What follows belongs to an exercise in optimizing a design on an open flow for small area, a short achievable clock period and few clock cycles per item; a production flow would make more cautious choices. RTL that was checked went through simulation tests only; none was proved equivalent to the original.

## alpha
Design simonTop, start of the top module:
module simonTop
(
	input logic clk,
	input logic nR,
	input logic newData,
	input logic newKey,
	input logic readData,
	input logic [31:0] inData,
	input logic [7:0] infoIn,
	input logic [7:0] countIn,
	input logic [63:0] key,
	output logic [31:0] outData,
	output logic [7:0] infoOut,
	output logic [7:0] countOut,
	output logic doneData,
	output logic keyReady
);
Size: ~2,000 cells after synthesis, roughly 170 I/O pins, ~0.021 mm^2 of cells after synthesis.
make LEC_CHECK=0 CAP_MARGIN=20 CORE_MARGIN=2 CORE_UTILIZATION=50 PLACE_DENSITY=0.6 SETUP_SLACK_MARGIN=3 SLEW_MARGIN=20 finish   # period 7.0 ns
run.sh (not shown) runs the stock make flow with config.mk's settings and CLKGATE_MAP_FILE= SYNTH_SCRIPT=/design/flow/synth_recipe.tcl, a recipe that flattens the netlist after the stock synthesis.
## Diff of input files: beta against alpha
Settings: SETUP_SLACK_MARGIN: 3 -> 4.
==> comparison <==
Higher shortest clock period the worst path allows after layout goes to alpha over beta. Compared with alpha, the router placed more vias in beta. Looking at non-clock buffer count, beta sits 113 above alpha. Looking only at critical path depth, and setting everything else aside, the higher value of alpha and beta goes to alpha. Re slew at the pin closest to its max-slew limit: alpha was higher than beta.
## Diff of input files: gamma against beta
Settings: changing SETUP_SLACK_MARGIN from 4 to 0.
Notes after the runs:
- In gamma relative to beta, total number of nets in the final design had gone down by a few percent.
- The lower ratio of final minimum period to clock period came out of beta.
- Slowest cell on the critical path: sky130_fd_sc_hd__edfxtp_1 -> beta, sky130_fd_sc_hd__nor2b_1 -> gamma
- First-pass GRT wire length: gamma < beta
- Max non-clock buffer count across beta and gamma: beta
The inputs of delta differ from those of gamma as listed below.
Settings: a change of SETUP_SLACK_MARGIN from 0 to 5.
From gamma to delta the numbers moved as follows: die extent in x stayed essentially flat, met2 layer usage reported by global route has increased, wire length of the first global-routing pass moved up, worst hold margin did not really move. As far as number of optimization iterations in the first detailed-route pass goes, delta and gamma are indistinguishable; the numbers are identical. Against gamma as the reference, delta delivers a higher met3 wirelength from detailed routing. [compare] base=gamma new=delta: global router's overall resource usage picked up an extra 8.7 points, critical path depth lost 10.
Function was not checked in any run of this note: the RTL went through the layout flow alone.

simonTop, a different RTL version from the one above (not shown whole).
Size in the first run: about 1600 cells after synthesis, about 310 flip-flops.
clock: 7.0 ns
lec_check: 0
cap_margin: 20
core_margin: 2
core_utilization: 65
cts_buf_list: sky130_fd_sc_hd__clkbuf_4 sky130_fd_sc_hd__clkbuf_8
place_density: 0.75
setup_slack_margin: 3.7
slew_margin: 20
standard.sh (not shown) runs the stock make flow with config.mk's settings and CLKGATE_MAP_FILE= SYNTH_SCRIPT=/design/flow/synth_recipe.tcl, a recipe that flattens the netlist after the stock synthesis.
==> flow/flow/run.sh <==
#!/bin/bash
# The standard layout, with plain buf_1 cells as the port buffers
export BUFFER_PORTS_ARGS="-buffer_cell sky130_fd_sc_hd__buf_1"
bash standard.sh > standard.log 2>&1
Testbench counts at the start, summed over its fixed seeds: cycles 3,584, items 384.
Change:
Settings changed: CTS_BUF_LIST sky130_fd_sc_hd__clkbuf_4 sky130_fd_sc_hd__clkbuf_8 to sky130_fd_sc_hd__clkbuf_8 sky130_fd_sc_hd__clkbuf_16, CTS_CLUSTER_DIAMETER set to 60, CTS_CLUSTER_SIZE set to 20, SETUP_SLACK_MARGIN 3.7 to 3.8.
The changed run finished with timing, DRC and antenna clean.
Design area is higher by 1.9%.
Global-route usage is lower by 0.38 points.
Routed wire length climbs by 0.85%.
Final cell count drops by 0.49%.
Via count hardly moves.
First-iteration DRC count goes down by 8.7%.
Count of clock-buffer cells in the layout fell by 40.
Change:
Settings changed: CORE_UTILIZATION 65 to 70, CTS_BUF_LIST sky130_fd_sc_hd__clkbuf_8 sky130_fd_sc_hd__clkbuf_16 to sky130_fd_sc_hd__clkbuf_4 sky130_fd_sc_hd__clkbuf_8, CTS_CLUSTER_DIAMETER 60 to not set, CTS_CLUSTER_SIZE 20 to not set, PLACE_DENSITY 0.75 to 0.8, SETUP_SLACK_MARGIN 3.8 to 3.9.
After rerunning:
- Now the flow reached the layout checks and failed them: max-capacitance violations, max-slew violations
- wire length is higher by a quarter to a third
- die area is lower by a few percent
- setup slack gets worse by 1400 ps
- worst hold slack gets worse by 3.1 ps
- count of clock-buffer cells in the layout is higher by 42
- design area is higher by a little under a tenth
- via count is higher by a quarter to a third
- global-route usage is higher by 7.3 points
- final cell count is higher by a few percent
Change:
Settings changed: CAP_MARGIN 20 to 5, CORE_UTILIZATION 70 to 65, PLACE_DENSITY 0.8 to 0.75, SETUP_SLACK_MARGIN 3.9 to 3.8, SLEW_MARGIN 20 to 5.
With this change the flow completed without violations.
Wire length drops by about 25%.
Setup slack gains 1400 ps.
Sequential cell count does not change.
Cell count drops by about 5%.
Die area climbs by about 7.5%.
Maximum frequency climbs by about 45%.

north:
simonTop again, from the RTL that the note above started with.
==> flow/config.mk <==
export PLATFORM = sky130hd
export DESIGN_NAME = simonTop
export DESIGN_NICKNAME = simonTop
export VERILOG_FILES = /design/flow/design.v
export SDC_FILE = /design/flow/constraint.sdc
export NUM_CORES = 4
export LEC_CHECK = 0
export CAP_MARGIN = 20
export CORE_MARGIN = 2
export CORE_UTILIZATION = 65
export CTS_BUF_LIST = sky130_fd_sc_hd__clkbuf_4 sky130_fd_sc_hd__clkbuf_8
export PLACE_DENSITY = 0.75
export SETUP_SLACK_MARGIN = 3.9
export SLEW_MARGIN = 20
==> flow/constraint.sdc <==
create_clock -name core_clock -period 7.0 [get_ports {clk}]
set_input_delay 1.4000 -clock core_clock [delete_from_list [all_inputs] [get_ports {clk}]]
set_output_delay 1.4000 -clock core_clock [all_outputs]
set_load 0.01 [all_outputs]
Scripts as last shown in full above: flow/flow/run.sh
Testbench counts of north, summed over its fixed seeds: cycles 3,584, items 384.
## Diff of input files: south against north
-- flow/config.mk --
<<< north, line 12
export PLACE_DENSITY = 0.75
export SETUP_SLACK_MARGIN = 3.9
export SLEW_MARGIN = 20
>>> south, line 12
export PLACE_DENSITY = 0.75
export SETUP_SLACK_MARGIN = 4.1
export SLEW_MARGIN = 20
Notes after the runs:
Clock-buffer cell count sits lower in south than in north. No run among north and south stopped early or left any final violation; all are clean. Diff north -> south: minimum period implied by the final worst setup slack now sits higher; setup slack -0.33 ns.
For east, these inputs were changed with respect to south:
-- flow/config.mk --
<<< south, line 7
export LEC_CHECK = 0
export CAP_MARGIN = 20
>>> east, line 7
export LEC_CHECK = 0
export ABC_CLOCK_PERIOD_IN_PS = 2000
export CAP_MARGIN = 20
<<< south, line 12
export PLACE_DENSITY = 0.75
export SETUP_SLACK_MARGIN = 4.1
export SLEW_MARGIN = 20
>>> east, line 13
export PLACE_DENSITY = 0.75
export SETUP_SLACK_MARGIN = 3.8
export SLEW_MARGIN = 20
- The post-synthesis to final-layout area growth in east sits 22 points below the value recorded for south.
- Changes observed in east relative to south: number of logic stages on the critical path including buffering +3.

old:
The RTL this note starts from:
==> flow/design.v <==
package simonPkg;
	localparam int wordBits = 16;
	localparam int keyWords = 4;
	localparam int rounds = 32;
	localparam int perClk = 4;
	localparam int clks = (rounds + perClk - 1) / perClk;
	localparam int cntBits = (clks > 8) ? 4 : (clks > 4) ? 3 : (clks > 2) ? 2 : 1;
	localparam int lastRounds = rounds - perClk * (clks - 1);
	localparam logic [61:0] zSeq =
		62'b11111010_00100101_01100001_11001101_11110100_01001010_11000011_100110;
	localparam logic [wordBits-1:0] keyConst = 16'hfffc;
endpackage
module simonTop
(
	input logic clk,
	input logic nR,
	input logic newData,
	input logic newKey,
	input logic readData,
	input logic [31:0] inData,
	input logic [7:0] infoIn,
	input logic [7:0] countIn,
	input logic [63:0] key,
	output logic [31:0] outData,
	output logic [7:0] infoOut,
	output logic [7:0] countOut,
	output logic doneData,
	output logic keyReady
);
	localparam int P = simonPkg::perClk;
	localparam int CB = simonPkg::cntBits;
	function automatic logic [15:0] roundF(logic [15:0] x);
		roundF = ({x[14:0], x[15]} & {x[7:0], x[15:8]}) ^ {x[13:0], x[15:14]};
	endfunction
	function automatic logic [63:0] roundsP(logic [31:0] s, logic [16*P-1:0] kw, int n);
		logic [15:0] a;
		logic [15:0] b;
		logic [15:0] t;
		a = s[31:16];
		b = s[15:0];
		roundsP = '0;
		for (int r = 0; r < P; r++)
		begin
			t = (b ^ kw[16*r +: 16]) ^ roundF(a);
			b = a;
			a = t;
			if (r == n - 1)
			begin
				roundsP[63:32] = {a, b};
			end
		end
		roundsP[31:0] = {a, b};
	endfunction
	function automatic logic [15:0] ror(logic [15:0] x, int n);
		ror = (x >> n) | (x << (16 - n));
	endfunction
	function automatic logic [63:0] step4(logic [63:0] x, logic fwd, logic [3:0] zb);
		logic [15:0] q [8];
		logic [15:0] e;
		logic [15:0] c;
		for (int i = 0; i < 4; i++)
		begin
			q[i] = x[16*i +: 16];
		end
		for (int i = 0; i < 4; i++)
		begin
			e = q[i] ^ q[i+1] ^ ror(q[i+1], 1);
			c = simonPkg::keyConst ^ {15'b0, zb[i]};
			if (fwd)
			begin
				e = e ^ c;
			end
			else
			begin
				e = ror(e, 12) ^ ror(c, (3 * i + 12) % 16);
			end
			q[i+4] = e ^ ror(q[i+3] ^ ror(q[i+3], 1), 3);
		end
		for (int i = 0; i < 4; i++)
		begin
			step4[16*i +: 16] = fwd ? q[i+4] : ror(q[i+4], 4);
		end
	endfunction
	function automatic logic [63:0] roundKeys(logic [63:0] x, logic fwd);
		for (int i = 0; i < 4; i++)
		begin
			roundKeys[16*i +: 16] = fwd ? x[16*i +: 16] : ror(x[16*i +: 16], (16 - 3 * i) % 16);
		end
	endfunction
	function automatic logic [63:0] decStart(logic [63:0] x);
		for (int i = 0; i < 4; i++)
		begin
			decStart[16*i +: 16] = ror(x[16*(3-i) +: 16], 3 * i);
		end
	endfunction
	function automatic logic [P-1:0] zBits(logic [CB-1:0] c, logic fwd);
		int j;
		for (int s = 0; s < P; s++)
		begin
			j = P * int'(c) + s;
			if (!fwd)
			begin
				j = 27 - j;
			end
			zBits[s] = (j >= 0 && j < 62) ? simonPkg::zSeq[61 - j] : 1'b0;
		end
	endfunction
	logic prevData;
	logic prevKey;
	logic dataRise;
	logic keyRise;
	logic busy;
	logic waitE;
	logic running;
	logic expand;
	logic kLoad;
	logic eValid;
	logic resInS;
	logic startBlk;
	logic startEnc;
	logic [CB-1:0] cnt;
	logic [P-1:0] zb;
	logic [31:0] S;
	logic [7:0] sInfo;
	logic [7:0] sCount;
	logic [63:0] W;
	logic [63:0] K;
	logic [63:0] E;
	logic fwd;
	logic [63:0] Wn;
	logic [63:0] RK;
	logic [63:0] RR;
	logic [31:0] RP;
	logic [31:0] RL;
	logic [31:0] RO;
	logic [31:0] O;
	logic [7:0] oInfo;
	logic [7:0] oCount;
	logic enc;
	logic lastCyc;
	logic expLast;
	logic finish;
	logic eWrite;
	assign dataRise = newData && !prevData;
	assign keyRise = newKey && !prevKey;
	assign enc = sInfo[6];
	assign running = busy && !waitE;
	assign lastCyc = (cnt == CB'(simonPkg::clks - 1));
	assign expLast = (cnt == CB'(28 / P));
	assign finish = running && lastCyc && !doneData;
	assign startBlk = (dataRise && !busy && (infoIn[6] || eValid)) || (waitE && eValid);
	assign startEnc = infoIn[6] && !waitE;
	assign eWrite = !keyRise && expLast && ((expand && !kLoad) || (running && enc && !eValid));
	assign fwd = !running || enc;
	assign Wn = step4(W, fwd, zb);
	assign RK = roundKeys(W, fwd);
	assign RR = roundsP(S, RK, simonPkg::lastRounds);
	assign RP = RR[31:0];
	assign RL = RR[63:32];
	assign RO = resInS ? S : RL;
	always_ff @(posedge clk or negedge nR)
	begin
		if (!nR)
		begin
			prevData <= 1'b0;
			prevKey <= 1'b0;
			busy <= 1'b0;
			waitE <= 1'b0;
			expand <= 1'b0;
			kLoad <= 1'b0;
			eValid <= 1'b0;
			resInS <= 1'b0;
			cnt <= '0;
			zb <= '0;
			keyReady <= 1'b0;
			doneData <= 1'b0;
		end
		else
		begin
			prevData <= newData;
			prevKey <= newKey;
			kLoad <= keyRise;
			if (startBlk)
			begin
				zb <= zBits('0, startEnc);
			end
			else if (kLoad)
			begin
				zb <= zBits('0, 1'b1);
			end
			else if (expand)
			begin
				zb <= zBits(cnt + CB'(1), 1'b1);
			end
			else
			begin
				zb <= zBits(cnt + CB'(1), enc);
			end
			if (eWrite)
			begin
				eValid <= 1'b1;
			end
			if (keyRise)
			begin
				expand <= 1'b1;
				eValid <= 1'b0;
				keyReady <= 1'b0;
				cnt <= '0;
			end
			else if (startBlk)
			begin
				busy <= 1'b1;
				waitE <= 1'b0;
				expand <= 1'b0;
				cnt <= '0;
			end
			else
			begin
				if (!busy && dataRise)
				begin
					busy <= 1'b1;
					waitE <= 1'b1;
				end
				if (kLoad)
				begin
					keyReady <= 1'b1;
				end
				else if (expand)
				begin
					cnt <= cnt + CB'(1);
					if (expLast)
					begin
						expand <= 1'b0;
						cnt <= '0;
					end
				end
				else if (running)
				begin
					if (!lastCyc)
					begin
						cnt <= cnt + CB'(1);
					end
					else if (finish)
					begin
						busy <= 1'b0;
						resInS <= 1'b0;
						cnt <= '0;
					end
					else
					begin
						resInS <= 1'b1;
					end
				end
			end
			if (finish)
			begin
				doneData <= 1'b1;
			end
			else if (readData)
			begin
				doneData <= 1'b0;
			end
		end
	end
	always_ff @(posedge clk)
	begin
		if (!busy)
		begin
			S <= infoIn[6] ? inData : {inData[15:0], inData[31:16]};
			sInfo <= infoIn;
			sCount <= countIn;
		end
		else if (running && !resInS)
		begin
			S <= lastCyc ? RL : RP;
		end
		if (keyRise)
		begin
			K <= key;
		end
		if (startBlk || kLoad)
		begin
			W <= (kLoad || startEnc) ? K : E;
		end
		else
		begin
			W <= Wn;
		end
		if (eWrite)
		begin
			E <= decStart(W);
		end
		if (finish)
		begin
			O <= RO;
			oInfo <= sInfo ^ 8'h10;
			oCount <= sCount;
		end
	end
	assign outData = oInfo[6] ? O : {O[15:0], O[31:16]};
	assign infoOut = oInfo;
	assign countOut = oCount;
endmodule
==> flow/config.mk <==
export PLATFORM = sky130hd
export DESIGN_NAME = simonTop
export DESIGN_NICKNAME = simonTop
export VERILOG_FILES = /design/flow/design.v
export SDC_FILE = /design/flow/constraint.sdc
export NUM_CORES = 4
export LEC_CHECK = 0
export CAP_MARGIN = 20
export CORE_MARGIN = 2
export CORE_UTILIZATION = 65
export PLACE_DENSITY = 0.75
export SETUP_SLACK_MARGIN = 3.8
export SLEW_MARGIN = 20
==> flow/constraint.sdc <==
create_clock -name core_clock -period 7.0 [get_ports {clk}]
set_input_delay 1.4000 -clock core_clock [delete_from_list [all_inputs] [get_ports {clk}]]
set_output_delay 1.4000 -clock core_clock [all_outputs]
set_load 0.01 [all_outputs]
Scripts as last shown in full above: flow/flow/run.sh
old: PASS, flow complete, no timing, DRC or antenna violations
diff inputs: old => new
- a change of SETUP_SLACK_MARGIN from 3.8 to 3.5
- For the share of the final layout cell area in sequential cells, new came in 3.4 points higher than old did.
- Part of the cycle the worst path needs ended up 1.6 points higher on new than on old.
- Looking at final area across old and new, the one that comes out lower is new.
- Measured against new, the wire length of old comes out at 1.12 times the reference value.
- Diff old -> new: required time at the worst-slack endpoint fell by 0.24 ns, fraction of layout instances using a drive strength above 1 fell by 16 points.
- Relative to old, new degrades worst setup slack.
No run of this note included a check of the RTL's function; only the layout flow was run.

## afterwards: timing with drivers on the ports
No port has a modelled driver above. Below, the same layouts with a new extraction and two added sets of constraints.
Step 1 (the two cells are an assumption about what drives the block):
set clk [get_ports {clk}]
set_driving_cell -lib_cell sky130_fd_sc_hd__clkbuf_16 $clk
set_driving_cell -lib_cell sky130_fd_sc_hd__buf_2 [delete_from_list [all_inputs] $clk]
Step 2 times the ports against the registers' clock, not the clock port: input delays grow and output delays shrink by t, the midpoint of the rising clock arrivals with the driver on.
Slacks: ideal / step 1 / step 2; pairs: ideal / step 1.
run | t (ns) | setup WS [ns] | latest minus earliest clock arrival (ns) | worst register clock-pin slew, ns
alpha | 0.598 | 3.131 / 3.150 / 2.552 | 0.017 / 0.018 | 0.06 / 0.06
beta | 0.604 | 3.897 / 3.840 / 3.543 | 0.022 / 0.022 | 0.07 / 0.07
gamma | 0.596 | 2.271 / 2.290 / 1.694 | 0.017 / 0.018 | 0.06 / 0.06
delta | 0.636 | 3.763 / 3.705 / 3.554 | 0.037 / 0.038 | 0.07 / 0.07
the first run of note 2 | 0.647 | 3.642 / 3.642 / 3.175 | 0.054 / 0.053 | 0.08 / 0.08
the second run of note 2 | 0.619 | 3.743 / 3.743 / 3.316 | 0.022 / 0.022 | 0.08 / 0.08
the third run of note 2 | 0.670 | 2.370 / 2.370 / 2.370 | 0.057 / 0.057 | 0.09 / 0.09
the fourth run of note 2 | 0.653 | 3.803 / 3.792 / 3.267 | 0.051 / 0.051 | 0.08 / 0.08
north | 0.635 | 3.784 / 3.784 / 3.299 | 0.036 / 0.036 | 0.07 / 0.07
south | 0.671 | 3.455 / 3.455 / 3.192 | 0.066 / 0.066 | 0.09 / 0.09
east | 0.653 | 3.809 / 3.791 / 3.268 | 0.051 / 0.051 | 0.08 / 0.08
old | 0.641 | 3.577 / 3.577 / 3.230 | 0.024 / 0.024 | 0.07 / 0.07
new | 0.587 | 3.468 / 3.468 / 3.108 | 0.033 / 0.033 | 0.07 / 0.07
For alpha, which loses most, drivers alone change the setup slack by +0.019 ns; drivers and shift together by -0.579 ns.
